Source: an optimization exercise on an open RTL-to-GDS flow (aim: small area). Production flows keep margins and buffers that such runs may drop.
Function was checked by simulation only, so behaviour that the tests miss may differ from the original.
Power and IR drop assume default switching activity.

## com_store_buffer
module com_store_buffer #(
    parameter int COM_ENTRY_SIZE = 192,
    parameter int DEPTH          = 8,
    parameter int PTR_W          = 3
) (
    input  logic                      CLK,
    input  logic                      RESET,
    input  logic                      FREEZE,
    input  logic [COM_ENTRY_SIZE-1:0] com_entry,
    input  logic                      dmem_ack,
    input  logic [31:0]               fwd_addr,
    input  logic                      debug,
    output logic                      dmem_req,
    output logic [31:0]               dmem_addr,
    output logic [31:0]               dmem_wdata,
    output logic                      fwd_hit,
    output logic [31:0]               fwd_data,
    output logic                      flush_fCOM,
    output logic                      sb_empty,
    output logic [31:0]               commit_count
);
    localparam int QD = DEPTH - 1;
    logic [PTR_W-1:0] qcnt;           
    logic [31:0]      addr_q [QD];
    logic [31:0]      data_q [QD];
    logic [31:0] inst;
  ...
For scale: roughly 1400 cells after synthesis, about 360 I/O pins, about 0.023 mm^2 of cells after synthesis.
==> module com_store_buffer, before the edit <==
module com_store_buffer #(
    parameter int COM_ENTRY_SIZE = 192,
    parameter int DEPTH          = 8,
    parameter int PTR_W          = 3
) (
    input  logic                      CLK,
    input  logic                      RESET,
    input  logic                      FREEZE,
    input  logic [COM_ENTRY_SIZE-1:0] com_entry,
    input  logic                      dmem_ack,
    input  logic [31:0]               fwd_addr,
    input  logic                      debug,
    output logic                      dmem_req,
    output logic [31:0]               dmem_addr,
    output logic [31:0]               dmem_wdata,
    output logic                      fwd_hit,
    output logic [31:0]               fwd_data,
    output logic                      flush_fCOM,
    output logic                      sb_empty,
    output logic [31:0]               commit_count
);
    localparam int QD = DEPTH - 1;
    logic [PTR_W-1:0] qcnt;           
    logic [31:0]      addr_q [QD];
    logic [31:0]      data_q [QD];
    logic [31:0] inst;
    logic [31:0] pc4;
    logic [31:0] st_data;
    logic [31:0] st_addr;
    logic        mem_write;
    logic        valid;
    logic        accept;
    logic        push;
    logic        load;
    logic        unused_bits;
    assign inst      = com_entry[31:0];
    assign pc4       = com_entry[63:32];
    assign st_data   = com_entry[95:64];
    assign st_addr   = com_entry[127:96];
    assign mem_write = com_entry[133];
    assign unused_bits = ^{com_entry[COM_ENTRY_SIZE-1:134],
                           com_entry[132:128], pc4, debug};
    assign valid      = (inst != 32'd0);
    assign flush_fCOM = dmem_req & (qcnt == PTR_W'(QD));
    assign accept     = valid & ~FREEZE & ~flush_fCOM;
    assign push       = accept & mem_write;
    assign load       = (qcnt != '0) & (~dmem_req | dmem_ack);
    assign sb_empty   = (qcnt == '0) & ~dmem_req;
    always_ff @(posedge CLK) begin
        if (push) begin
            addr_q[0] <= st_addr;
            data_q[0] <= st_data;
            for (int i = 1; i < QD; i++) begin
                addr_q[i] <= addr_q[i-1];
                data_q[i] <= data_q[i-1];
            end
        end
    end
    logic [DEPTH-1:0] hsel;
    always_comb begin
        for (int i = 0; i < QD; i++) hsel[i] = load & (qcnt == PTR_W'(i + 1));
        hsel[QD] = ~load;
    end
    logic [31:0] head_addr;
    logic [31:0] head_data;
    csb_aosel8 u_nxt_addr (.s(hsel), .d0(addr_q[0]), .d1(addr_q[1]), .d2(addr_q[2]),
                           .d3(addr_q[3]), .d4(addr_q[4]), .d5(addr_q[5]),
                           .d6(addr_q[6]), .d7(dmem_addr), .y(head_addr));
    csb_aosel8 u_nxt_data (.s(hsel), .d0(data_q[0]), .d1(data_q[1]), .d2(data_q[2]),
                           .d3(data_q[3]), .d4(data_q[4]), .d5(data_q[5]),
                           .d6(data_q[6]), .d7(dmem_wdata), .y(head_data));
    logic [31:0] cc_next;
    always_comb begin
        logic c;
        c = accept;
        for (int i = 0; i < 32; i++) begin
            cc_next[i] = commit_count[i] ^ c;
            c          = commit_count[i] & c;
        end
    end
    always_ff @(posedge CLK or negedge RESET) begin
        if (!RESET) begin
            qcnt         <= '0;
            dmem_req     <= 1'b0;
            dmem_addr    <= '0;
            dmem_wdata   <= '0;
            commit_count <= '0;
        end else begin
            if (push & ~load) qcnt <= qcnt + 1'b1;
            else if (load & ~push) qcnt <= qcnt - 1'b1;
            dmem_req <= (qcnt != '0) | (dmem_req & ~dmem_ack);
            dmem_addr  <= head_addr;
            dmem_wdata <= head_data;
            commit_count <= cc_next;
        end
    end
    logic [DEPTH-1:0] match;
    logic [DEPTH-1:0] first;
    always_comb begin
        logic seen;
        for (int i = 0; i < QD; i++)
            match[i] = (PTR_W'(i) < qcnt) && (addr_q[i] == fwd_addr);
        match[QD] = dmem_req && (dmem_addr == fwd_addr);
        seen = 1'b0;
        for (int i = 0; i < DEPTH; i++) begin
            first[i] = match[i] & ~seen;
            seen     = seen | match[i];
        end
        fwd_hit = seen;
    end
    csb_aosel8 u_fwd (.s(first), .d0(data_q[0]), .d1(data_q[1]), .d2(data_q[2]),
                      .d3(data_q[3]), .d4(data_q[4]), .d5(data_q[5]),
                      .d6(data_q[6]), .d7(dmem_wdata), .y(fwd_data));
endmodule
==> flow/config.mk <==
export PLATFORM = sky130hd
export DESIGN_NAME = com_store_buffer
export DESIGN_NICKNAME = com_store_buffer
export VERILOG_FILES = /design/flow/design.v
export SDC_FILE = /design/flow/constraint.sdc
export NUM_CORES = 4
export LEC_CHECK = 0
export CAP_MARGIN = 20
export CORE_MARGIN = 2
export CORE_UTILIZATION = 55
export PLACE_DENSITY = 0.72
export SLEW_MARGIN = 20
==> flow/constraint.sdc <==
create_clock -name core_clock -period 8.0 [get_ports {CLK}]
set_input_delay 1.6000 -clock core_clock [delete_from_list [all_inputs] [get_ports {CLK}]]
set_output_delay 1.6000 -clock core_clock [all_outputs]
set_load 0.01 [all_outputs]
standard.sh (not shown) runs the stock make flow with config.mk's settings and CLKGATE_MAP_FILE= SYNTH_SCRIPT=/design/flow/synth_recipe.tcl, a recipe that flattens the netlist after the stock synthesis.
==> flow/flow/run.sh <==
#!/bin/bash
set -euo pipefail
here=$(pwd)
export MY_ABC_SCRIPT=$here/flow/abc_area.script
export BUFFER_PORTS_ARGS="-buffer_cell sky130_fd_sc_hd__buf_1"
export CTS_ARGS="-sink_clustering_enable -repair_clock_nets -dont_use_dummy_load -buf_list {sky130_fd_sc_hd__clkbuf_4 sky130_fd_sc_hd__clkbuf_8} -sink_clustering_size 16 -sink_clustering_max_diameter 60"
# standard.sh with its synthesis script replaced by flow/synth.tcl
sed "s|SYNTH_SCRIPT=[^ ]*|SYNTH_SCRIPT=$here/flow/synth.tcl|" standard.sh > my_standard.sh
grep -q "SYNTH_SCRIPT=$here/flow/synth.tcl" my_standard.sh
bash my_standard.sh finish > $here/make_finish.log 2>&1
==> flow/flow/abc_area.script <==
&get -n
&st
&dch -f
&nf -R 1000
&st
&dch -f
&nf -R 1000
&put
==> flow/flow/synth.tcl <==
# The standard synthesis script, with abc given an area-oriented
# mapping script in place of ORFS's delay-oriented one, and the csb_*
# gate modules of the RTL mapped to their library cells. Every register
# and its name is the same as in the standard run.
# The RTL writes a few and-or-invert gates as modules csb_<cell>; they are
# given the matching library cell here, before the design is flattened, so
# abc does not remap them. Their function is the cell's.
set ::csb_mapped 0
proc synth {args} {
  if {!$::csb_mapped} {
    set ::csb_mapped 1
    foreach cell {a222oi a22oi nand3} {
      yosys chtype -map csb_$cell sky130_fd_sc_hd__${cell}_1
    }
  }
  yosys synth -nofsm -noshare {*}$args
}
proc abc {args} {
  set i [lsearch -exact $args -script]
  if {$i >= 0} {
    set args [lreplace $args [expr {$i + 1}] [expr {$i + 1}] $::env(MY_ABC_SCRIPT)]
  }
  yosys abc {*}$args
}
source $::env(SCRIPTS_DIR)/synth.tcl
# left out here: clear keep_hierarchy, flatten, clean up, hide names made inside functions, write 1_2_yosys.v
Edit:
--- a/flow/design.v
+++ b/flow/design.v
@@ -71,8 +71,15 @@
                            .d6(data_q[6]), .d7(dmem_wdata), .y(head_data));
     logic [31:0] cc_next;
+    logic        cc_c16;
+    assign cc_c16 = accept & (&commit_count[15:0]);
     always_comb begin
         logic c;
         c = accept;
-        for (int i = 0; i < 32; i++) begin
+        for (int i = 0; i < 16; i++) begin
+            cc_next[i] = commit_count[i] ^ c;
+            c          = commit_count[i] & c;
+        end
+        c = cc_c16;
+        for (int i = 16; i < 32; i++) begin
             cc_next[i] = commit_count[i] ^ c;
             c          = commit_count[i] & c;
Result: Setup slack is better by 0.065 ns. Wire length shrinks by a few percent. Cell area hardly moves. Fmax grows slightly. Core utilization barely changes. Total power shrinks slightly. Via count shrinks slightly. Non-clock buffer count shrinks by 5. Clock-buffer cell count stays the same. Die area barely changes. First-iteration DRC count grows by a few percent. Area after synthesis is about the same. Global-route usage shrinks by 1.2 points.

[what the ideal ports hide]
The flow's constraints put no driver on any port. The routed layouts listed below were extracted and timed again, unchanged, in two steps.
Step 1 (the two cells are an assumption about what drives the block):
set clk [get_ports {CLK}]
set_driving_cell -lib_cell sky130_fd_sc_hd__clkbuf_16 $clk
set_driving_cell -lib_cell sky130_fd_sc_hd__buf_2 [delete_from_list [all_inputs] $clk]
Step 2 times the ports against the registers' clock, not the clock port: input delays grow and output delays shrink by t, the midpoint of the rising clock arrivals with the driver on.
Three values: no drivers, after step 1, after step 2; two values: the first two.
| run | t, ns | setup slack, ns | hold slack, ns | latest minus earliest clock arrival (ns) |
|---|---|---|---|---|
| the first run | 0.692 | 0.448 / 0.465 / -0.214 | 0.461 / 0.461 / 0.461 | 0.100 / 0.100 |
| the second run | 0.679 | 0.513 / 0.489 / 0.489 | 0.457 / 0.457 / 0.457 | 0.113 / 0.112 |
With both steps, setup timing fails in the first run, where it was met with ideal ports. The setup slack of the first run, which loses most, moves by +0.017 ns with the drivers and by -0.662 ns with both steps.
